Background: an optimization exercise with open tools, aiming at small area, a short achievable clock period and few clock cycles per item. Do not read the settings as production practice. No run shown here included a check of the RTL's function; only the layout flow was run.

===== constraint.sdc =====
create_clock -name core_clock -period 6.0 [get_ports {clk}]
set_input_delay 1.2000 -clock core_clock [delete_from_list [all_inputs] [get_ports {clk}]]
set_output_delay 1.2000 -clock core_clock [all_outputs]
set_load 0.01 [all_outputs]

===== run.sh =====
#!/bin/bash
# synth_recipe.tcl (not shown) runs the flow's synth.tcl, then flattens the netlist and writes it again
# the make line also repeats each setting of config.mk as NAME=value (left out here)
make -C /OpenROAD-flow-scripts/flow DESIGN_CONFIG=/design/flow/config.mk WORK_HOME=/design/flow/orfs CLKGATE_MAP_FILE= SYNTH_SCRIPT=/design/flow/synth_recipe.tcl finish

===== design.v =====
`default_nettype none
package rvv_div_pkg;
  localparam int vlen_default    = 64;
  localparam int xlen            = 32;
  localparam int rob_depth_width = 4;
  localparam logic [1:0] eew8  = 2'd0;
  localparam logic [1:0] eew16 = 2'd1;
  localparam logic [1:0] eew32 = 2'd2;
  localparam logic [2:0] funct3_opmvv = 3'b010;
  localparam logic [2:0] funct3_opmvx = 3'b110;
  localparam logic [5:0] funct6_vdivu = 6'b100000;
  localparam logic [5:0] funct6_vdiv  = 6'b100001;
  localparam logic [5:0] funct6_vremu = 6'b100010;
  localparam logic [5:0] funct6_vrem  = 6'b100011;
endpackage
`default_nettype wire
`default_nettype none
module div_add #(
  parameter int N = 37
) (
  input  wire  [N-1:0] x,
  input  wire  [N-1:0] y,
  output logic [N:0]   s
);
  localparam int lv = $clog2(N);
  logic [N-1:0] g [lv+1];
  logic [N-1:0] p [lv+1];
  always_comb begin
    g[0] = x & y;
    p[0] = x | y;
    for (int l = 0; l < lv; l++) begin
      for (int i = 0; i < N; i++) begin
        if (((i >> l) & 1) == 1) begin
          g[l+1][i] = g[l][i] | (p[l][i] & g[l][((i >> l) << l) - 1]);
          p[l+1][i] = p[l][i] & p[l][((i >> l) << l) - 1];
        end else begin
          g[l+1][i] = g[l][i];
          p[l+1][i] = p[l][i];
        end
      end
    end
    s[0] = x[0] ^ y[0];
    for (int i = 1; i < N; i++) s[i] = x[i] ^ y[i] ^ g[lv][i-1];
    s[N] = g[lv][N-1];
  end
endmodule
`default_nettype wire
`default_nettype none
module rvv_div_unit #(
  parameter int VLEN = 64
) (
  input  wire             clk,
  input  wire             rst_n,
  input  wire             uop_valid,
  input  wire  [5:0]      funct6,
  input  wire  [2:0]      funct3,
  input  wire  [1:0]      vs2_eew,
  input  wire  [VLEN-1:0] vs1_data,
  input  wire  [VLEN-1:0] vs2_data,
  input  wire  [31:0]     rs1_data,
  input  wire  [3:0]      rob_entry,
  input  wire             result_ready,
  input  wire             trap_flush,
  output logic            uop_ready,
  output logic            result_valid,
  output logic [VLEN-1:0] result_data,
  output logic [3:0]      result_rob_entry
);
  localparam int nb = VLEN / 8;
  localparam logic [1:0] st_idle = 2'd0;
  localparam logic [1:0] st_pre  = 2'd1;
  localparam logic [1:0] st_iter = 2'd2;
  localparam logic [1:0] st_post = 2'd3;
  logic [1:0]      state;
  logic            oval;
  logic [4:0]      cnt;
  logic [VLEN-1:0] a_q;     
  logic [VLEN-1:0] r_q;     
  logic [VLEN-1:0] b_q;     
  logic            e8, e16, e32;    
  logic [nb-1:0]   bl;      
  logic            is_rem;
  logic            is_signed;
  logic [3:0]      tag;
  logic [3:0]      otag;
  logic [nb-1:0]   nega;    
  logic [nb-1:0]   negb;    
  logic [nb-1:0]   spx;     
  logic [nb-1:0]   spy;     
  logic            skip;    
  logic [nb-1:0]   din;     
  logic legal, accept, pre_go, iter_last;
  assign legal = ((funct3 == rvv_div_pkg::funct3_opmvv) ||
                  (funct3 == rvv_div_pkg::funct3_opmvx)) && (funct6[5:2] == 4'b1000);
  assign uop_ready = (state == st_idle) || (state == st_post);
  assign accept    = uop_valid && uop_ready && legal;
  assign pre_go    = (state == st_pre) && (!oval || result_ready);
  assign iter_last = (cnt == 5'd0);
  always_ff @(posedge clk or negedge rst_n) begin
    if (!rst_n) begin
      state <= st_idle;
      oval  <= 1'b0;
      cnt   <= '0;
    end else if (trap_flush) begin
      state <= st_idle;
      oval  <= 1'b0;
    end else begin
      if (oval && result_ready) oval <= 1'b0;
      case (state)
        st_idle: if (accept) state <= st_pre;
        st_pre: if (pre_go) begin
          state <= st_iter;
          cnt   <= skip ? 5'd15 : e8 ? 5'd6 : e16 ? 5'd14 : 5'd30;
        end
        st_iter: begin
          cnt <= cnt - 5'd1;
          if (iter_last) state <= st_post;
        end
        default: begin
          state <= accept ? st_pre : st_idle;
          oval  <= 1'b1;
        end
      endcase
    end
  end
  logic            i8, i16, i32;
  logic [nb-1:0]   ibl, inega, inegb;
  logic [VLEN-1:0] rs1_rep, dvs;
  logic [1:0]      ibig, ismall, inz;
  logic            iskip;
  always_comb begin
    i8  = (vs2_eew == rvv_div_pkg::eew8);
    i16 = (vs2_eew == rvv_div_pkg::eew16);
    i32 = !i8 && !i16;
    for (int i = 0; i < VLEN; i++)
      rs1_rep[i] = i8 ? rs1_data[i % 8] : i16 ? rs1_data[i % 16] : rs1_data[i % 32];
    dvs = funct3[2] ? rs1_rep : vs1_data;
    for (int k = 0; k < nb; k++) begin
      ibl[k] = i8 || (i16 && (k % 2 == 0)) || (k % 4 == 0);
      if (i8) begin
        inega[k] = vs2_data[k*8+7];
        inegb[k] = dvs[k*8+7];
      end else if (i16) begin
        inega[k] = vs2_data[(k/2)*16+15];
        inegb[k] = dvs[(k/2)*16+15];
      end else begin
        inega[k] = vs2_data[(k/4)*32+31];
        inegb[k] = dvs[(k/4)*32+31];
      end
      inega[k] = inega[k] && funct6[0];
      inegb[k] = inegb[k] && funct6[0];
    end
    for (int h = 0; h < 2; h++) begin
      ibig[h]   = inegb[4*h] ? ~&dvs[h*32+16 +: 16] : |dvs[h*32+16 +: 16];
      ismall[h] = inega[4*h] ? &vs2_data[h*32+15 +: 17] : ~|vs2_data[h*32+16 +: 16];
      inz[h]    = |dvs[h*32 +: 32];
    end
    iskip = i32 && (&(ibig | (ismall & inz)));
  end
  logic [VLEN-1:0] nin, nout, lowor;
  logic [nb-1:0]   nctl, bor, abv, negpost;
  always_comb begin
    for (int k = 0; k < nb; k++) begin
      if (e8)
        negpost[k] = (nega[k] ^ negb[k]) && !(a_q[k*8+7] && a_q[k*8+6]);
      else if (e16)
        negpost[k] = (nega[k] ^ negb[k]) && !(a_q[(k/2)*16+15] && a_q[(k/2)*16+14]);
      else
        negpost[k] = (nega[k] ^ negb[k]) && !(a_q[(k/4)*32+31] && a_q[(k/4)*32+30]);
      if (is_rem) negpost[k] = nega[k];
    end
  end
  assign nin  = (state == st_post && is_rem) ? r_q : a_q;
  assign nctl = (state == st_pre) ? nega : negpost;
  always_comb begin
    for (int k = 0; k < nb; k++) bor[k] = |nin[k*8 +: 8];
    for (int k = 0; k < nb; k++) begin
      abv[k] = 1'b0;
      if (!e8) begin
        if (k % 2 == 1) abv[k] = bor[(k + nb - 1) % nb];
        if (e32 && (k % 4 == 2)) abv[k] = bor[(k + nb - 1) % nb] | bor[(k + nb - 2) % nb];
        if (e32 && (k % 4 == 3)) abv[k] = bor[(k + nb - 1) % nb] | bor[(k + nb - 2) % nb] |
                                          bor[(k + nb - 3) % nb];
      end
      for (int j = 0; j < 8; j++) begin
        lowor[k*8+j] = abv[k];
        for (int m = 0; m < j; m++) lowor[k*8+j] = lowor[k*8+j] | nin[k*8+m];
        nout[k*8+j] = nin[k*8+j] ^ (nctl[k] & lowor[k*8+j]);
      end
    end
  end
  logic [nb-1:0]   z7, z8, ones, bz, b1, pm, pq;
  logic [VLEN-1:0] a_pre, r_pre, b_pre, a_skp, r_skp;
  logic [nb-1:0]   din_pre, din_skp;
  always_comb begin
    for (int k = 0; k < nb; k++) begin
      z7[k]   = ~|b_q[k*8+1 +: 7];
      z8[k]   = z7[k] & ~b_q[k*8];
      ones[k] = &b_q[k*8 +: 8];
    end
    for (int k = 0; k < nb; k++) begin
      if (e8) begin
        bz[k] = z8[k];
        b1[k] = (z7[k] & b_q[k*8]) | (is_signed & ones[k]);
        pm[k] = a_q[k*8+7] & ~(nega[k] & |a_q[k*8 +: 7]);
      end else if (e16) begin
        bz[k] = z8[k & ~1] & z8[k | 1];
        b1[k] = (z7[k & ~1] & b_q[(k & ~1)*8] & z8[k | 1]) |
                (is_signed & ones[k & ~1] & ones[k | 1]);
        pm[k] = a_q[(k/2)*16+15] & ~(nega[k] & |a_q[(k/2)*16 +: 15]);
      end else begin
        bz[k] = z8[k & ~3] & z8[(k & ~3) + 1] & z8[(k & ~3) + 2] & z8[(k & ~3) + 3];
        b1[k] = (z7[k & ~3] & b_q[(k & ~3)*8] &
                 z8[(k & ~3) + 1] & z8[(k & ~3) + 2] & z8[(k & ~3) + 3]) |
                (is_signed & ones[k & ~3] & ones[(k & ~3) + 1] &
                 ones[(k & ~3) + 2] & ones[(k & ~3) + 3]);
        pm[k] = a_q[(k/4)*32+31] & ~(nega[k] & |a_q[(k/4)*32 +: 31]);
      end
      pq[k] = bz[k] | (pm[k] & b1[k]);
    end
    for (int k = 0; k < nb; k++) begin
      for (int j = 0; j < 8; j++) begin
        if (j == 0 && bl[k]) begin
          a_pre[k*8+j] = pq[k];
          r_pre[k*8+j] = pm[k] & ~b1[k];
        end else begin
          a_pre[k*8+j] = nout[(k*8+j+VLEN-1)%VLEN];
          r_pre[k*8+j] = 1'b0;
        end
        b_pre[k*8+j] = negb[k] ? b_q[k*8+j] : ~b_q[k*8+j];
      end
      if (e8)       din_pre[k] = nout[k*8+6];
      else if (e16) din_pre[k] = nout[(k/2)*16+14];
      else          din_pre[k] = nout[(k/4)*32+30];
    end
    for (int h = 0; h < 2; h++) begin
      a_skp[h*32 +: 32] = {nout[h*32 +: 16], 16'd0};
      r_skp[h*32 +: 32] = {16'd0, nout[h*32+16 +: 16]};
    end
    din_skp = {{4{nout[47]}}, {4{nout[15]}}};
  end
  logic [VLEN-1:0] x;         
  logic [nb-1:0]   rtop;      
  logic [9*nb-1:0] xs, ys;
  logic [36:0]     ssl, ssh;
  logic [9*nb:0]   ss;
  logic [nb-1:0]   cb, qb, din_it;
  logic [VLEN-1:0] a_it, r_it;
  always_comb begin
    for (int k = 0; k < nb; k++) begin
      for (int j = 0; j < 8; j++) begin
        if (j == 0) x[k*8+j] = bl[k] ? din[k] : r_q[(k*8+VLEN-1)%VLEN];
        else        x[k*8+j] = r_q[k*8+j-1];
      end
      if (e8)       rtop[k] = r_q[k*8+7];
      else if (e16) rtop[k] = r_q[(k/2)*16+15];
      else          rtop[k] = r_q[(k/4)*32+31];
    end
    for (int k = 0; k < nb; k++) begin
      xs[9*k]        = spx[k];
      ys[9*k]        = spy[k];
      xs[9*k+1 +: 8] = x[k*8 +: 8];
      ys[9*k+1 +: 8] = b_q[k*8 +: 8];
    end
  end
  div_add #(.N(36)) u_addl (.x(xs[35:0]),  .y(ys[35:0]),  .s(ssl));
  div_add #(.N(36)) u_addh (.x(xs[71:36]), .y(ys[71:36]), .s(ssh));
  always_comb begin
    ss = {ssh, ssl[35:0]};
    for (int k = 0; k < nb; k++)
      cb[k] = (k == nb / 2 - 1) ? ssl[36] : ss[9*(k+1)];
    for (int k = 0; k < nb; k++) begin
      if (e8)       qb[k] = rtop[k] | cb[k];
      else if (e16) qb[k] = rtop[k] | cb[k | 1];
      else          qb[k] = rtop[k] | cb[k | 3];
    end
    for (int k = 0; k < nb; k++) begin
      for (int j = 0; j < 8; j++) begin
        r_it[k*8+j] = qb[k] ? ss[9*k+1+j] : x[k*8+j];
        if (j == 0) a_it[k*8+j] = bl[k] ? qb[k] : a_q[(k*8+VLEN-1)%VLEN];
        else        a_it[k*8+j] = a_q[k*8+j-1];
      end
      if (e8)       din_it[k] = a_q[k*8+6];
      else if (e16) din_it[k] = a_q[(k/2)*16+14];
      else          din_it[k] = a_q[(k/4)*32+30];
    end
  end
  always_ff @(posedge clk) begin
    if (uop_ready) begin
      a_q       <= vs2_data;
      b_q       <= dvs;
      e8        <= i8;
      e16       <= i16;
      e32       <= i32;
      bl        <= ibl;
      is_rem    <= funct6[1];
      is_signed <= funct6[0];
      tag       <= rob_entry;
      nega      <= inega;
      negb      <= inegb;
      spx       <= ~(ibl & inegb);
      spy       <= ibl & ~inegb;
      skip      <= iskip;
    end else if (pre_go) begin
      a_q <= skip ? a_skp : a_pre;
      b_q <= b_pre;
    end else if (state == st_iter) begin
      a_q <= a_it;
    end
    if (state == st_iter)      din <= din_it;
    else if (pre_go)           din <= skip ? din_skp : din_pre;
    if (state == st_iter)      r_q <= r_it;
    else if (pre_go)           r_q <= skip ? r_skp : r_pre;
    else if (state == st_post) r_q <= nout;
    if (state == st_post) otag <= tag;
  end
  assign result_valid     = oval;
  assign result_data      = r_q;
  assign result_rob_entry = otag;
endmodule
`default_nettype wire

===== config.mk =====
export PLATFORM = sky130hd
export DESIGN_NAME = rvv_div_unit
export DESIGN_NICKNAME = rvv_div_unit
export VERILOG_FILES = /design/flow/design.v
export SDC_FILE = /design/flow/constraint.sdc
export NUM_CORES = 4
export LEC_CHECK = 0
export ABC_AREA = 1
export CAP_MARGIN = 20
export CORE_MARGIN = 2
export CORE_UTILIZATION = 40
export SETUP_SLACK_MARGIN = 2.6
export SLEW_MARGIN = 20

==> results.cfg, run 1 <==
[status]
run_status = complete, no violations

[critical_path]
path_delay_family = simple AND/OR/NAND/NOR gates
cp_slowest_stage_delay_ns = 0.93
critical_path_depth = 9
critPathLaunchType = input port
worstPathMaxFanout = 4
critical_path.slowest_cell = sky130_fd_sc_hd__nor4_1
critical_path.cell_chain = clkdlybuf4s50_1, nand4_1, nor4_1, nand3_1, o21ai_0, o21ai_0, nand2_1, nand2_1, nor2_1
critical_path_arrival_ns = 3.89
path_class = input port to flip-flop
type_of_element_capturing_the_critical_path = flip-flop
critPathBufInv = 1
worstRegToRegCells = 20
critPathRequiredTime_ns = 6.41

[timing]
finalHoldViolations = 0
worst_slew_pin_slew_ns = 1.16
final_min_period_over_clock_period_pct = 58.0
rsz_0062_raised_after_global_routing = yes
finalSetupTns_ns = 0
timing.final.max_slew_violations = 0
setup-violations-final = 0
achievable-frequency_ghz = 0.287
timing.max_slew.rel_slack_pct = 21.8
finalClockSkew_ns = 0.0268
fin_crit_ns = 3.48

[clocking]
cts_hold_buffers = 0
insertion_delay_ns = 0.56
cts_root_buf = sky130_fd_sc_hd__clkbuf_16
clockBufferDepth = 3
path_clk_slew_ns = 0.06
cts_inserted_buffers = 34
clock_tree_from_tritoncts = built
ctsHtreeMaxLevel = 2
sinks_on_clock_net = 253

[yosys]
synth_top_flop_cell = sky130_fd_sc_hd__edfxtp_1
postSynthRegisterBits = 253
syn-instance-count = 3098
number_of_enable_type_register_cells_in_the_synthesized_netlist = 245
synth.avg_cell_area_um2 = 7.18
mappedNetlistArea_mm2 = 0.0222
seq_area_frac_synth_pct = 34.0
synthesis.nets = 3432
ys_types = 61
asyncSetResetFlopFracSynth_pct = 3.16
ys_warn_count = 4

[die]
die_height_um = 240
coreArea_mm2 = 0.0551
fp.dieArea_mm2 = 0.0575
boundaryPins = 250
die_w_um = 240
initial_core_util_pct = 40.4
standard_cell_rows = 86

[route]
drcViolationCount = 0
detailroute.via_count = 24000
drtPass1Iterations = 8
final_antenna_net_count = 0
drt-total-wl_um = 105000
routed_length_on_met2_um = 44600
routed_wire_length_on_met3_um = 11600
wire_length_per_cell_after_detailed_routing_um = 25.4
detailedRoute.firstIterationViolations = 2795
topRoutingLayerUsed = met4
vias_per_cell = 5.83
drt-met1-wl_um = 44100

[placed_design]
port_buffers = 249
gp_routability_congestion = 0.983
hpwlAfterDp_um = 79800

[grt]
vias_in_the_first_global_route = 22600
total_gr_overflow = 0
grt.total_usage_pct = 35.4
largest_net_degree_at_the_start_of_global_routing = 214
grt_pass1_wl_um = 149000
grt_antenna_before_repair = 1

[layout]
fin_util_pct = 50.3
layout.cells.most_common = sky130_fd_sc_hd__nand2_1
layout_cell_share_with_drive_strength_beyond_1_pct = 9.07
syn_to_final_growth_pct = 24.5
highest_count_cells_in_the_layout_ignoring_fill_and_taps = sky130_fd_sc_hd__nand2_1, sky130_fd_sc_hd__inv_1, sky130_fd_sc_hd__clkdlybuf4s50_1
antenna-diode-count = 0
nNetsFinal = 3682

[worst_hold_path]
min_path_type = flip-flop to flip-flop
hold_depth = 0

[run]
maxCapViolations = 0
==> per-layer routing <==
| metal | up-vias | track usage [%] |
|---|---|---|
| li1 | 10800 | - |
| met1 | 11500 | 49.5 |
| met2 | 1451 | 54.2 |
| met3 | 223 | 7.38 |
| met4 | 0 | 11.9 |
| met5 | - | 0 |
==> sequential cells by signal (all words and copies together), names as in the netlist <==
signal / flops
a_q: 64
b_q: 64
r_q: 64
din: 8
nega: 8
negb: 8
spy: 8
spx: 6
cnt: 5
otag: 4
tag: 4
bl: 2
state: 2
e16: 1
e32: 1
is_rem: 1
is_signed: 1
oval: 1
skip: 1
==> metrics by stage <==
step / hold WS [ns] / cells / setup WS [ns] / instance area (um^2)
after floorplan: 0.400 / 3098 / 2.57 / 22300
after global placement: 0.403 / 4012 / 1.63 / 25400
after detailed placement: 0.407 / 4012 / 1.66 / 25400
after CTS: 0.420 / 4097 / 2.59 / 27000
after global routing: 0.425 / 4120 / 2.56 / 27700
final: 0.419 / 4120 / 2.52 / 27700
==> synth_stat cells, types with 43 or more instances <==
library cell                 n  share of area (%)
sky130_fd_sc_hd__o211ai_1   56                1.9
sky130_fd_sc_hd__clkbuf_1   80                1.3
sky130_fd_sc_hd__nand3_1   216                4.9
sky130_fd_sc_hd__xor2_1     54                2.1
sky130_fd_sc_hd__a21oi_1   137                3.1
sky130_fd_sc_hd__edfxtp_1  245                 33
sky130_fd_sc_hd__nor4_1     43                1.2
sky130_fd_sc_hd__inv_1     429                7.2
sky130_fd_sc_hd__nand2_1   881                 15
sky130_fd_sc_hd__ha_1      142                8.0
sky130_fd_sc_hd__nand4_1    58                1.6
sky130_fd_sc_hd__nor2_1    184                3.1
sky130_fd_sc_hd__o21ai_0   222                5.0
==> logic make-up after synthesis <==
group	synth area share, %
compound gates	14.6
xor+xnor	3.69
fa+ha+maj	9.07
buf+inv	9.74
flops	34.0
mux	0.0450
simple gates	28.9
==> what timing repair did <==
action	4_1_cts	5_1_grt
pin swaps	12	19
cloned	5	4
endpoints found under the setup margin	233	95
resized for setup	77	99
buffers inserted	20	19
==> area by class of cell <==
type	count	area [um^2]
clock buffers	40	895
clock inverters	20	163
fillers	5515	27400
inverters	435	1680
multi-input cells	2298	13200
flip-flops and latches	253	7560
well taps	748	936
repair buffers	326	3300
==> final timing paths <==
path	startpoint	end	slack (ns)
min reg2reg	tag[0]$_DFFE_PN_	otag[0]$_DFFE_PN_	0.42
min	tag[0]$_DFFE_PN_	otag[0]$_DFFE_PN_	0.42
max in group asynchronous	rst_n	state[1]$_DFFE_PN0P_	4.76
max reg2reg	din[4]$_DFFE_PP_	r_q[35]$_DFFE_PP_	2.66
max	vs2_data[15]	skip$_DFFE_PN_	2.52
min in group asynchronous	rst_n	cnt[1]$_DFFE_PN0P_	0.94
==> inputs of run 2 (changes only) <==
--- a/config.mk
+++ b/config.mk
@@ -10,4 +10,4 @@
 export CORE_MARGIN = 2
 export CORE_UTILIZATION = 40
-export SETUP_SLACK_MARGIN = 2.6
+export SETUP_SLACK_MARGIN = 3.2
 export SLEW_MARGIN = 20
==> run 2 against run 1 <==
Synthesized cell count did not move. Die area did not move. Critical path depth rose by 9. Cell count rose by 7.0%. Non-clock buffer count rose by 270. Global-route usage rose by 1.8 points.
==> results.cfg, run 2 <==
[placed_design]
gp_routability_congestion = 1.00
placement.setup.worst_slack_ns = 1.39
port_buffers = 249
detailed_place.area_mm2 = 0.0255
hpwlAfterDp_um = 78500

[timing]
timing.max_slew.rel_slack_pct = 43.4
finalClockSkew_ns = 0.0206
finalSetupTns_ns = 0
fin_crit_ns = 3.24
finalHoldViolations = 0
whs_ns = 0.417
worst_slew_pin_slew_ns = 0.842
rsz_0062_raised_after_global_routing = yes
final_min_period_over_clock_period_pct = 54.1
finalWorstSetupSlack_ns = 2.76
timing.final.max_slew_violations = 0
achievable-frequency_ghz = 0.308
setup-violations-final = 0

[yosys]
netlist.top_cell.by_area = sky130_fd_sc_hd__edfxtp_1
ys_warn_count = 4
number_of_enable_type_register_cells_in_the_synthesized_netlist = 245
ys_types = 61
synth_area_leaders = sky130_fd_sc_hd__edfxtp_1, sky130_fd_sc_hd__nand2_1, sky130_fd_sc_hd__ha_1
yosysMostFrequentCell = sky130_fd_sc_hd__nand2_1
syn-instance-count = 3098
yosysTopAreaCellShare_pct = 33.1
postSynthRegisterBits = 253
synth_top_flop_cell = sky130_fd_sc_hd__edfxtp_1
asyncSetResetFlopFracSynth_pct = 3.16
mappedNetlistArea_mm2 = 0.0222
synth.avg_cell_area_um2 = 7.18
synthesis.nets = 3432
seq_area_frac_synth_pct = 34.0
post_synth_most_frequent_cells = sky130_fd_sc_hd__nand2_1, sky130_fd_sc_hd__inv_1, sky130_fd_sc_hd__edfxtp_1

[die]
initial_core_util_pct = 40.4
standard_cell_rows = 86
fp.dieArea_mm2 = 0.0575
die_w_um = 240
coreArea_mm2 = 0.0551
boundaryPins = 250
die_height_um = 240

[layout]
layout.cells.most_common = sky130_fd_sc_hd__nand2_1
layout_cell_share_with_drive_strength_beyond_1_pct = 25.4
reg.largest.list = a_q x64, b_q x64, r_q x64
nNetsFinal = 3969
storage_element_area_mm2 = 0.00756
postLayoutCellArea_mm2 = 0.0326
highest_count_cells_in_the_layout_ignoring_fill_and_taps = sky130_fd_sc_hd__nand2_1, sky130_fd_sc_hd__inv_1, sky130_fd_sc_hd__buf_4
area_taken_by_multi_input_logic_gates_mm2 = 0.0154
syn_to_final_growth_pct = 46.6
fillerInstances = 5015

[clocking]
path_clk_slew_ns = 0.06
sinks_on_clock_net = 253
cts_hold_buffers = 0
clock_tree_from_tritoncts = built
cts_inserted_buffers = 34
clockBufferDepth = 3
cts_root_buf = sky130_fd_sc_hd__clkbuf_16
ctsHtreeMaxLevel = 2
insertion_delay_ns = 0.57

[critical_path]
type_of_element_capturing_the_critical_path = flip-flop
worstPathMaxFanout = 7
critical_path_arrival_ns = 3.54
path_class = flip-flop to flip-flop
reg_to_reg_setup_timing_slack_ns = 2.76
critPathLaunchType = flip-flop
worstRegToRegCells = 18
critPathRequiredTime_ns = 6.30
worst_r2r_endpoint = r_q[38]$_DFFE_PP_
worst_r2r_startpoint = bl[5]$_DFFE_PN_

[route]
vias_per_cell = 5.91
drt-total-wl_um = 114000
detailroute.via_count = 26100
drtPass1Iterations = 8
detailedRoute.firstIterationViolations = 3140
drcViolationCount = 0
wire_length_per_cell_after_detailed_routing_um = 25.9
final_antenna_net_count = 0

[grt]
vias_in_the_first_global_route = 24300
total_gr_overflow = 0
grt_pass1_wl_um = 157000
largest_net_degree_at_the_start_of_global_routing = 199
grt.total_usage_pct = 37.2
grt_antenna_before_repair = 5

[status]
run_status = complete, no violations

[run]
maxCapViolations = 0

[worst_hold_path]
worst_hold_path.endpoint = otag[1]$_DFFE_PN_
min_path_type = flip-flop to flip-flop
hold_depth = 0
holdCritStartpoint = tag[1]$_DFFE_PN_
[run 2: cell counts after synthesis]
No cell type changed its count.
[run 2: layer usage]
layer | part of all wire, % | wire (um) | track usage, % | vias up
met3 | 12 | 13900 | 9.98 | 307
met4 | 5.1 | 5850 | 14.6 | 0
met1 | 39 | 44500 | 49.6 | 12600
li1 | - | - | - | 11400
met2 | 44 | 49700 | 57.4 | 1728
met5 | 0 | 0 | 0 | -
[run 2: logic make-up after synthesis]
group / share of synthesized area, %
AOI/OAI and AO/OA: 14.6
xor gates and xnor gates: 3.69
adders and majority gates: 9.07
buffers and inverters: 9.74
DFF: 34.0
muxes: 0.0450
and+or+nand+nor: 28.9
[run 2: critical path: stages, from the launching register on]
cell,delay [ns]
sky130_fd_sc_hd__edfxtp_1,0.45
sky130_fd_sc_hd__inv_4,0.15
sky130_fd_sc_hd__or2_4,0.16
sky130_fd_sc_hd__o21ai_4,0.08
sky130_fd_sc_hd__ha_4,0.18
sky130_fd_sc_hd__inv_2,0.05
sky130_fd_sc_hd__nand4_1,0.12
sky130_fd_sc_hd__nor4_2,0.27
sky130_fd_sc_hd__nand2_1,0.14
sky130_fd_sc_hd__nand2_4,0.21
sky130_fd_sc_hd__nand2_4,0.08
sky130_fd_sc_hd__nand2_4,0.08
sky130_fd_sc_hd__nand2_4,0.06
sky130_fd_sc_hd__nand2_4,0.10
sky130_fd_sc_hd__nand2_4,0.08
sky130_fd_sc_hd__nand3_4,0.21
sky130_fd_sc_hd__nand2_4,0.12
sky130_fd_sc_hd__o211ai_1,0.34
sky130_fd_sc_hd__nand2_1,0.09
[run 2: repair_timing]
item                                    CTS  global route
resized for setup                       362           455
pin swaps                                92           203
hold endpoints to repair                  0             0
endpoints found under the setup margin  426           290
setup buffers                           176           129
cloned                                   23            11
[run 2: layout make-up]
| type | instances | area share (%) |
|---|---|---|
| multi-input cells | 2313 | 47.1 |
| flip-flops and latches | 253 | 23.2 |
| clock inverters | 11 | 0.261 |
| repair inverters | 2 | 0.0537 |
| well taps | 748 | 2.87 |
| repair buffers | 596 | 18.2 |
| diodes | 3 | 0.0230 |
| clock buffers | 46 | 2.97 |
| inverters | 435 | 5.29 |
[run 2: worst max-delay path by stage]
stage	from	to	slack (ns)	cells after the start
2_1_floorplan	state[0]$_DFFE_PN0P_	uop_ready	3.17	7
3_3_place_gp	vs2_eew[1]	skip$_DFFE_PN_	0.88	14
3_5_place_dp	vs2_eew[1]	skip$_DFFE_PN_	1.39	14
4_1_cts	bl[5]$_DFFE_PN_	r_q[38]$_DFFE_PP_	2.85	16
5_1_grt	b_q[55]$_DFFE_PP_	r_q[37]$_DFFE_PP_	2.68	16
6_report	bl[5]$_DFFE_PN_	r_q[38]$_DFFE_PP_	2.76	18
[run 2: through the flow]
step,std cells,util [%]
after floorplan,3098,-
after global placement,4008,46.3
after detailed placement,4008,46.3
after CTS,4264,53.7
after global routing,4404,59.2
final,4407,59.2
==> inputs of run 3 (changes only) <==
--- a/design.v
+++ b/design.v
@@ -125,8 +125,6 @@
   end
   logic            i8, i16, i32;
-  logic [nb-1:0]   ibl, inega, inegb;
+  logic [nb-1:0]   ibl, inega;
   logic [VLEN-1:0] rs1_rep, dvs;
-  logic [1:0]      ibig, ismall, inz;
-  logic            iskip;
   always_comb begin
     i8  = (vs2_eew == rvv_div_pkg::eew8);
@@ -138,23 +136,9 @@
     for (int k = 0; k < nb; k++) begin
       ibl[k] = i8 || (i16 && (k % 2 == 0)) || (k % 4 == 0);
-      if (i8) begin
-        inega[k] = vs2_data[k*8+7];
-        inegb[k] = dvs[k*8+7];
-      end else if (i16) begin
-        inega[k] = vs2_data[(k/2)*16+15];
-        inegb[k] = dvs[(k/2)*16+15];
-      end else begin
-        inega[k] = vs2_data[(k/4)*32+31];
-        inegb[k] = dvs[(k/4)*32+31];
-      end
+      if (i8)       inega[k] = vs2_data[k*8+7];
+      else if (i16) inega[k] = vs2_data[(k/2)*16+15];
+      else          inega[k] = vs2_data[(k/4)*32+31];
       inega[k] = inega[k] && funct6[0];
-      inegb[k] = inegb[k] && funct6[0];
-    end
-    for (int h = 0; h < 2; h++) begin
-      ibig[h]   = inegb[4*h] ? ~&dvs[h*32+16 +: 16] : |dvs[h*32+16 +: 16];
-      ismall[h] = inega[4*h] ? &vs2_data[h*32+15 +: 17] : ~|vs2_data[h*32+16 +: 16];
-      inz[h]    = |dvs[h*32 +: 32];
     end
-    iskip = i32 && (&(ibig | (ismall & inz)));
   end
   logic [VLEN-1:0] nin, nout, lowor;
@@ -190,7 +174,8 @@
     end
   end
-  logic [nb-1:0]   z7, z8, ones, bz, b1, pm, pq;
+  logic [nb-1:0]   z7, z8, ones, bz, b1, pm, pq, sb;
   logic [VLEN-1:0] a_pre, r_pre, b_pre, a_skp, r_skp;
   logic [nb-1:0]   din_pre, din_skp;
+  logic [1:0]      bbig, asml;
   always_comb begin
     for (int k = 0; k < nb; k++) begin
@@ -198,4 +183,8 @@
       z8[k]   = z7[k] & ~b_q[k*8];
       ones[k] = &b_q[k*8 +: 8];
+      if (e8)       sb[k] = b_q[k*8+7];
+      else if (e16) sb[k] = b_q[(k/2)*16+15];
+      else          sb[k] = b_q[(k/4)*32+31];
+      sb[k] = sb[k] && is_signed;
     end
     for (int k = 0; k < nb; k++) begin
@@ -228,5 +217,5 @@
           r_pre[k*8+j] = 1'b0;
         end
-        b_pre[k*8+j] = negb[k] ? b_q[k*8+j] : ~b_q[k*8+j];
+        b_pre[k*8+j] = sb[k] ? b_q[k*8+j] : ~b_q[k*8+j];
       end
       if (e8)       din_pre[k] = nout[k*8+6];
@@ -239,4 +228,9 @@
     end
     din_skp = {{4{nout[47]}}, {4{nout[15]}}};
+    for (int h = 0; h < 2; h++) begin
+      bbig[h] = sb[4*h] ? ~(ones[4*h+2] & ones[4*h+3]) : ~(z8[4*h+2] & z8[4*h+3]);
+      asml[h] = (nega[4*h] ? (&a_q[h*32+15 +: 17]) : ~|a_q[h*32+16 +: 16]) & ~bz[4*h];
+    end
+    skip = e32 & (&(bbig | asml));
   end
   logic [VLEN-1:0] x;         
@@ -298,11 +292,10 @@
       tag       <= rob_entry;
       nega      <= inega;
-      negb      <= inegb;
-      spx       <= ~(ibl & inegb);
-      spy       <= ibl & ~inegb;
-      skip      <= iskip;
     end else if (pre_go) begin
-      a_q <= skip ? a_skp : a_pre;
-      b_q <= b_pre;
+      a_q  <= skip ? a_skp : a_pre;
+      b_q  <= b_pre;
+      negb <= sb;
+      spx  <= ~(bl & sb);
+      spy  <= bl & ~sb;
     end else if (state == st_iter) begin
       a_q <= a_it;
--- a/config.mk
+++ b/config.mk
@@ -10,4 +10,4 @@
 export CORE_MARGIN = 2
 export CORE_UTILIZATION = 40
-export SETUP_SLACK_MARGIN = 3.2
+export SETUP_SLACK_MARGIN = 2.9
 export SLEW_MARGIN = 20
==> run 3 against run 2 <==
Flip-flop and latch count fell by 1. Via count decreased by 9.7%. Routed wire length fell by 12%. Non-clock buffer count shrank 134. Register-to-register slack worse by 0.06 ns. Worst hold slack improved by 0.0011 ns. Cell count decreased by 8.9%. Clock skew is 0.0029 ns lower. Utilization is 3.1 points lower.
==> results.cfg, run 3 <==
[yosys]
synth_top_flop_cell = sky130_fd_sc_hd__edfxtp_1
mappedNetlistArea_mm2 = 0.0215
yosysMostFrequentCell = sky130_fd_sc_hd__nand2_1
seq_area_frac_synth_pct = 35.1
yosysTopAreaCellShare_pct = 34.2
postSynthRegisterBits = 252
asyncSetResetFlopFracSynth_pct = 3.17
netlist.top_cell.by_area = sky130_fd_sc_hd__edfxtp_1
synth.avg_cell_area_um2 = 7.41
synthesis.nets = 3228
ys_warn_count = 4
synth_area_leaders = sky130_fd_sc_hd__edfxtp_1, sky130_fd_sc_hd__nand2_1, sky130_fd_sc_hd__ha_1
number_of_enable_type_register_cells_in_the_synthesized_netlist = 244
post_synth_most_frequent_cells = sky130_fd_sc_hd__nand2_1, sky130_fd_sc_hd__inv_1, sky130_fd_sc_hd__edfxtp_1
ys_types = 61
syn-instance-count = 2894

[clocking]
insertion_delay_ns = 0.56
cts_hold_buffers = 0
ctsHtreeMaxLevel = 2
sinks_on_clock_net = 252
clock_tree_from_tritoncts = built
cts_root_buf = sky130_fd_sc_hd__clkbuf_16
cts_inserted_buffers = 34
path_clk_slew_ns = 0.06
clockBufferDepth = 3

[timing]
final_min_period_over_clock_period_pct = 55.0
worst_slew_pin_slew_ns = 0.917
timing.final.max_slew_violations = 0
finalSetupTns_ns = 0
timing.max_slew.rel_slack_pct = 38.3
finalClockSkew_ns = 0.0177
setup-violations-final = 0
rsz_0062_raised_after_global_routing = yes
finalWorstSetupSlack_ns = 2.70
fin_crit_ns = 3.30
achievable-frequency_ghz = 0.303
finalHoldViolations = 0

[worst_hold_path]
min_path_type = flip-flop to flip-flop
holdCritStartpoint = tag[3]$_DFFE_PN_

[layout]
reg.largest.list = a_q x64, b_q x64, r_q x64
nNetsFinal = 3635
fin_util_pct = 56.0
postLayoutCellArea_mm2 = 0.0296
final-instance-count-excl-fill = 4016
syn_to_final_growth_pct = 37.8
highest_count_cells_in_the_layout_ignoring_fill_and_taps = sky130_fd_sc_hd__nand2_1, sky130_fd_sc_hd__inv_1, sky130_fd_sc_hd__clkdlybuf4s50_1
layout_cell_share_with_drive_strength_beyond_1_pct = 19.9
fillerInstances = 4832
layout.cells.most_common = sky130_fd_sc_hd__nand2_1

[critical_path]
critPathBufInv = 4
reg_to_reg_setup_timing_slack_ns = 2.70
worst_r2r_endpoint = r_q[8]$_DFFE_PP_
critical_path.cell_chain = ha_4, buf_12, buf_12, buf_12, nand2_8, nand2_1, o21ai_4, nand3_2, nor2_4, nand2_2, nand2_4, buf_4, nand2_1, nand2_1, xor2_1, nand2_1, nand3_1, nand2_1, o21ai_1
worstRegToRegCells = 19
cp_slowest_stage_delay_ns = 0.53
path_delay_family = simple AND/OR/NAND/NOR gates
critical_path_depth = 19
critPathLaunch = state[0]$_DFFE_PN0P_
critical_path.slowest_cell = sky130_fd_sc_hd__xor2_1
path_class = flip-flop to flip-flop
worst_setup_path_endpoint = r_q[8]$_DFFE_PP_
critPathRequiredTime_ns = 6.36
timing.critical_path.mode_cell = sky130_fd_sc_hd__nand2_1
worstPathMaxFanout = 8
critPathLaunchType = flip-flop
worst_r2r_startpoint = state[0]$_DFFE_PN0P_
critical_path_arrival_ns = 3.66
type_of_element_capturing_the_critical_path = flip-flop

[route]
vias_per_cell = 5.86
detailedRoute.firstIterationViolations = 2537
detailroute.via_count = 23500
drcViolationCount = 0
drt-total-wl_um = 101000
wire_length_per_cell_after_detailed_routing_um = 25.0
final_antenna_net_count = 0
drtPass1Iterations = 6

[die]
die_w_um = 236
initial_core_util_pct = 40.7
coreArea_mm2 = 0.0528
fp.dieArea_mm2 = 0.0555
standard_cell_rows = 84
boundaryPins = 250
die_height_um = 236

[grt]
vias_in_the_first_global_route = 22200
grt_pass1_wl_um = 142000
largest_net_degree_at_the_start_of_global_routing = 104
total_gr_overflow = 0
grt_antenna_before_repair = 2
grt.total_usage_pct = 34.2

[placed_design]
dpl.cell_count = 3755
port_buffers = 249
placement.setup.worst_slack_ns = 1.73
hpwlAfterDp_um = 70500
detailed_place.area_mm2 = 0.0246
gp_routability_congestion = 1.02

[run]
maxCapViolations = 0

[status]
run_status = complete, no violations
-- run 3: cell types whose count changed after synthesis, moves of 16 or more --
cell                       before  now
sky130_fd_sc_hd__nand2_1      881  778
sky130_fd_sc_hd__clkbuf_1      80   64
sky130_fd_sc_hd__inv_1        429  386
sky130_fd_sc_hd__o21ai_0      222  182
sky130_fd_sc_hd__a22oi_1        0   55
sky130_fd_sc_hd__nand4_1       58   37
-- run 3: how the worst min path moves through the flow --
stage	to	cells after the start
2_1_floorplan	otag[0]$_DFFE_PN_	0
3_3_place_gp	otag[0]$_DFFE_PN_	0
3_5_place_dp	otag[1]$_DFFE_PN_	0
4_1_cts	otag[1]$_DFFE_PN_	0
5_1_grt	otag[1]$_DFFE_PN_	0
6_report	otag[3]$_DFFE_PN_	0
-- run 3: routing by layer --
layer / vias to the layer above / track usage, % / part of all wire [%]
li1: 10600 / - / -
met1: 11300 / 43.7 / 39
met2: 1362 / 55.9 / 46
met3: 344 / 4.71 / 8.6
met4: 2 / 19.1 / 7.0
met5: - / 0 / 0.018
-- run 3: repair_timing --
| item | 4_1_cts | 5_1_grt |
|---|---|---|
| setup buffers | 67 | 105 |
| gates cloned | 20 | 6 |
| endpoints found under the setup margin | 299 | 149 |
| pin swaps | 47 | 147 |
| hold endpoints to repair | 0 | 0 |
| resized for setup | 171 | 355 |
-- run 3: logic make-up after synthesis --
family | synth area share, %
xor gates and xnor gates | 4.20
and+or+nand+nor | 26.6
buffers and inverters | 9.31
adders and majority gates | 9.40
AOI/OAI and AO/OA | 15.4
DFF | 35.1
-- run 3: cell type report --
| cell class | count | area (um^2) | share of cell area, % |
|---|---|---|---|
| diodes | 1 | 2.50 | 0.00846 |
| clock buffers | 40 | 947 | 3.20 |
| clock inverters | 22 | 161 | 0.546 |
| inverters | 393 | 1550 | 5.23 |
| multi-input cells | 2154 | 13800 | 46.8 |
| flip-flops and latches | 252 | 7530 | 25.5 |
| well taps | 688 | 861 | 2.91 |
| repair buffers | 462 | 4640 | 15.7 |
| repair inverters | 4 | 32.5 | 0.110 |
-- run 3: metrics by stage --
stage | hold WS, ns
6_report | 0.418
5_1_grt | 0.424
4_1_cts | 0.419
3_5_place_dp | 0.405
3_3_place_gp | 0.403
2_1_floorplan | 0.400
-- run 3: worst register-to-register path, delay by kind of cell, from the launching register on --
kind | cells | cell delay [ns]
AO/OA/AOI/OAI | 2 | 0.25
AND/OR/NAND/NOR | 11 | 1.10
XOR/XNOR | 1 | 0.53
buffers and inverters | 4 | 0.59
adder cells (fa/ha/maj) | 1 | 0.18
flip-flops | 1 | 0.44
==> inputs of run 4 (changes only) <==
--- a/config.mk
+++ b/config.mk
@@ -10,4 +10,4 @@
 export CORE_MARGIN = 2
 export CORE_UTILIZATION = 40
-export SETUP_SLACK_MARGIN = 2.9
+export SETUP_SLACK_MARGIN = 2.6
 export SLEW_MARGIN = 20
==> run 4 against run 3 <==
Register-to-register slack lost 0.04 ns. Die area stayed put. Critical path depth shrank 15. Sequential share of layout area increased by 2.3 points. First-iteration DRC count is 2.0% lower. Non-clock buffer count is 128 lower.
==> results.cfg, run 4 <==
[placed_design]
port_buffers = 249
hpwlAfterDp_um = 70700
gp_routability_congestion = 0.994
detailed_place.area_mm2 = 0.0246

[worst_hold_path]
hold_depth = 0
holdCritStartpoint = tag[0]$_DFFE_PN_
min_path_type = flip-flop to flip-flop
worst_hold_path.endpoint = otag[0]$_DFFE_PN_

[clocking]
sinks_on_clock_net = 252
clockBufferDepth = 3
clock_tree_from_tritoncts = built
ctsHtreeMaxLevel = 2
cts_root_buf = sky130_fd_sc_hd__clkbuf_16
cts_hold_buffers = 0
path_clk_slew_ns = 0.06
cts_inserted_buffers = 35
insertion_delay_ns = 0.57

[layout]
highest_count_cells_in_the_layout_ignoring_fill_and_taps = sky130_fd_sc_hd__nand2_1, sky130_fd_sc_hd__inv_1, sky130_fd_sc_hd__clkdlybuf4s50_1
storage_element_area_mm2 = 0.00753
reg.largest.list = a_q x64, b_q x64, r_q x64
fillerInstances = 5141
layout.cells.most_common = sky130_fd_sc_hd__nand2_1
syn_to_final_growth_pct = 26.3
antenna-diode-count = 0
layout_cell_share_with_drive_strength_beyond_1_pct = 10.0
area_taken_by_multi_input_logic_gates_mm2 = 0.0126
nNetsFinal = 3500
fin_util_pct = 51.3
postLayoutCellArea_mm2 = 0.0271

[die]
initial_core_util_pct = 40.7
fp.dieArea_mm2 = 0.0555
die_height_um = 236
standard_cell_rows = 84
coreArea_mm2 = 0.0528
die_w_um = 236
boundaryPins = 250

[grt]
grt_antenna_before_repair = 0
vias_in_the_first_global_route = 21400
grt_pass1_wl_um = 137000
total_gr_overflow = 0
largest_net_degree_at_the_start_of_global_routing = 103
grt.total_usage_pct = 33.0

[route]
drcViolationCount = 0
detailedRoute.firstIterationViolations = 2485
vias_per_cell = 5.78
drtPass1Iterations = 6
drt-total-wl_um = 95500
wire_length_per_cell_after_detailed_routing_um = 24.6
final_antenna_net_count = 0
detailroute.via_count = 22400

[yosys]
mappedNetlistArea_mm2 = 0.0215
number_of_enable_type_register_cells_in_the_synthesized_netlist = 244
synth.avg_cell_area_um2 = 7.41
synth_area_leaders = sky130_fd_sc_hd__edfxtp_1, sky130_fd_sc_hd__nand2_1, sky130_fd_sc_hd__ha_1
ys_types = 61
seq_area_frac_synth_pct = 35.1
syn-instance-count = 2894
synth_top_family_by_area = simple AND/OR/NAND/NOR gates
synthesis.nets = 3228
synth_top_flop_cell = sky130_fd_sc_hd__edfxtp_1
yosysMostFrequentCell = sky130_fd_sc_hd__nand2_1
postSynthRegisterBits = 252
synth-compound-area-share_pct = 15.4
asyncSetResetFlopFracSynth_pct = 3.17
synth_fa_ha_area_share_pct = 9.40
netlist.top_cell.by_area = sky130_fd_sc_hd__edfxtp_1
post_synth_most_frequent_cells = sky130_fd_sc_hd__nand2_1, sky130_fd_sc_hd__inv_1, sky130_fd_sc_hd__edfxtp_1
yosysTopAreaCellShare_pct = 34.2
ys_warn_count = 4
post_synth_xor_area_fraction_pct = 4.20
synth_mux_area_share_pct = 0
simple_gate_portion_of_the_synthesized_area_pct = 26.6

[critical_path]
critPathRequiredTime_ns = 4.80
critPathLaunchType = flip-flop
critical_path.cell_chain = inv_1, ha_4, inv_16, clkdlybuf4s50_1
critical_path_arrival_ns = 2.16
type_of_element_capturing_the_critical_path = output pin
worst_r2r_endpoint = r_q[3]$_DFFE_PP_
critical_path.slowest_cell = sky130_fd_sc_hd__clkdlybuf4s50_1
worst_r2r_startpoint = b_q[13]$_DFFE_PP_
path_class = flip-flop to output pin
reg_to_reg_setup_timing_slack_ns = 2.66
cp_slowest_stage_delay_ns = 0.56
worstRegToRegCells = 12
worstPathMaxFanout = 20

[timing]
timing.final.max_slew_violations = 0
finalHoldViolations = 0
finalClockSkew_ns = 0.0319
timing.max_slew.rel_slack_pct = 28.9
achievable-frequency_ghz = 0.298
setup-violations-final = 0
fin_crit_ns = 3.36
final_min_period_over_clock_period_pct = 56.0
rsz_0062_raised_after_global_routing = yes
worst_slew_pin_slew_ns = 1.05
finalSetupTns_ns = 0

[run]
maxCapViolations = 0

[status]
run_status = complete, no violations
-- run 4: cell counts after synthesis --
No cell type changed its count.
-- run 4: stage by stage --
step	hold WS (ns)	cells	setup WS, ns
floorplan	0.400	2894	2.60
global placement	0.405	3755	1.70
detailed placement	0.413	3756	1.66
CTS	0.427	3842	2.52
global route	0.434	3881	2.52
finish	0.426	3881	2.64
-- run 4: area by class of cell --
| class | instances | share of cell area, % |
|---|---|---|
| clock inverters | 22 | 0.878 |
| clock buffers | 42 | 3.48 |
| multi-input cells | 2147 | 46.7 |
| repair buffers | 334 | 12.3 |
| well taps | 688 | 3.18 |
| flip-flops and latches | 252 | 27.8 |
| repair inverters | 3 | 0.0739 |
| inverters | 393 | 5.61 |
-- run 4: how the worst max path moves through the flow --
stage                                    start           endpoint  slack [ns]  depth (start not counted)
after floorplan                bl[5]$_DFFE_PN_  r_q[52]$_DFFE_PP_        2.60                         23
after global placement              vs2_eew[1]  b_q[29]$_DFFE_PP_        1.70                          6
after detailed placement            vs2_eew[1]  b_q[29]$_DFFE_PP_        1.66                          6
after CTS                 state[1]$_DFFE_PN0P_   din[7]$_DFFE_PP_        2.52                         17
after global routing           bl[5]$_DFFE_PN_   r_q[2]$_DFFE_PP_        2.52                         20
final                     state[0]$_DFFE_PN0P_          uop_ready        2.64                          4
-- run 4: worst max-delay path: cells and delay by family (launching register included) --
family	cells	cell delay [ns]
adders and majority gates	1	0.30
DFF	1	0.45
buffers and inverters	3	0.87
-- run 4: cell families after synthesis --
group | after synthesis
AOI/OAI and AO/OA | 554
xor gates and xnor gates | 102
adders and majority gates | 154
buffers and inverters | 503
DFF | 252
and+or+nand+nor | 1329
-- run 4: what timing repair did --
action	4_1_cts	5_1_grt
gates resized for setup	64	115
setup endpoints to repair	213	150
gates cloned	4	11
pin swaps	5	28
buffers inserted	18	28
endpoints found under the hold margin	0	0
-- run 4: per-layer routing --
layer | up-vias | global-route usage (%) | share of wire (%)
met5 | - | 0 | 0
met4 | 0 | 16.9 | 6.1
met3 | 293 | 3.82 | 8.0
met2 | 1180 | 55.4 | 47
met1 | 10700 | 41.8 | 39
li1 | 10300 | - | -

## separate check: timing with driven ports
In the flow no input, the clock included, has a driving cell. The finished layouts below were timed again as built, in two steps. Step 1, drivers: a clkbuf_16 drives clk and a buf_2 each remaining input, both assumed. Step 2 moves the port delays by t, midway between the first and last clock arrival at a register: inputs arrive t later, outputs are due t later. That takes back most of the time a late clock gives input paths. Three values: ideal ports, drivers, drivers and shift; two values: the first two.
run | t (ns) | slack for setup (ns) | worst setup path after step 2
run 1 | 0.605 | 2.521 / 2.550 / 1.945 | input to register
run 2 | 0.621 | 2.756 / 2.756 / 2.375 | input to register
run 3 | 0.607 | 2.699 / 2.699 / 2.418 | input to register
run 4 | 0.615 | 2.641 / 2.584 / 2.091 | input to register
After both steps every run listed still meets setup and hold. For run 1, which loses most, drivers alone change the setup slack by +0.029 ns; drivers and shift together by -0.576 ns.
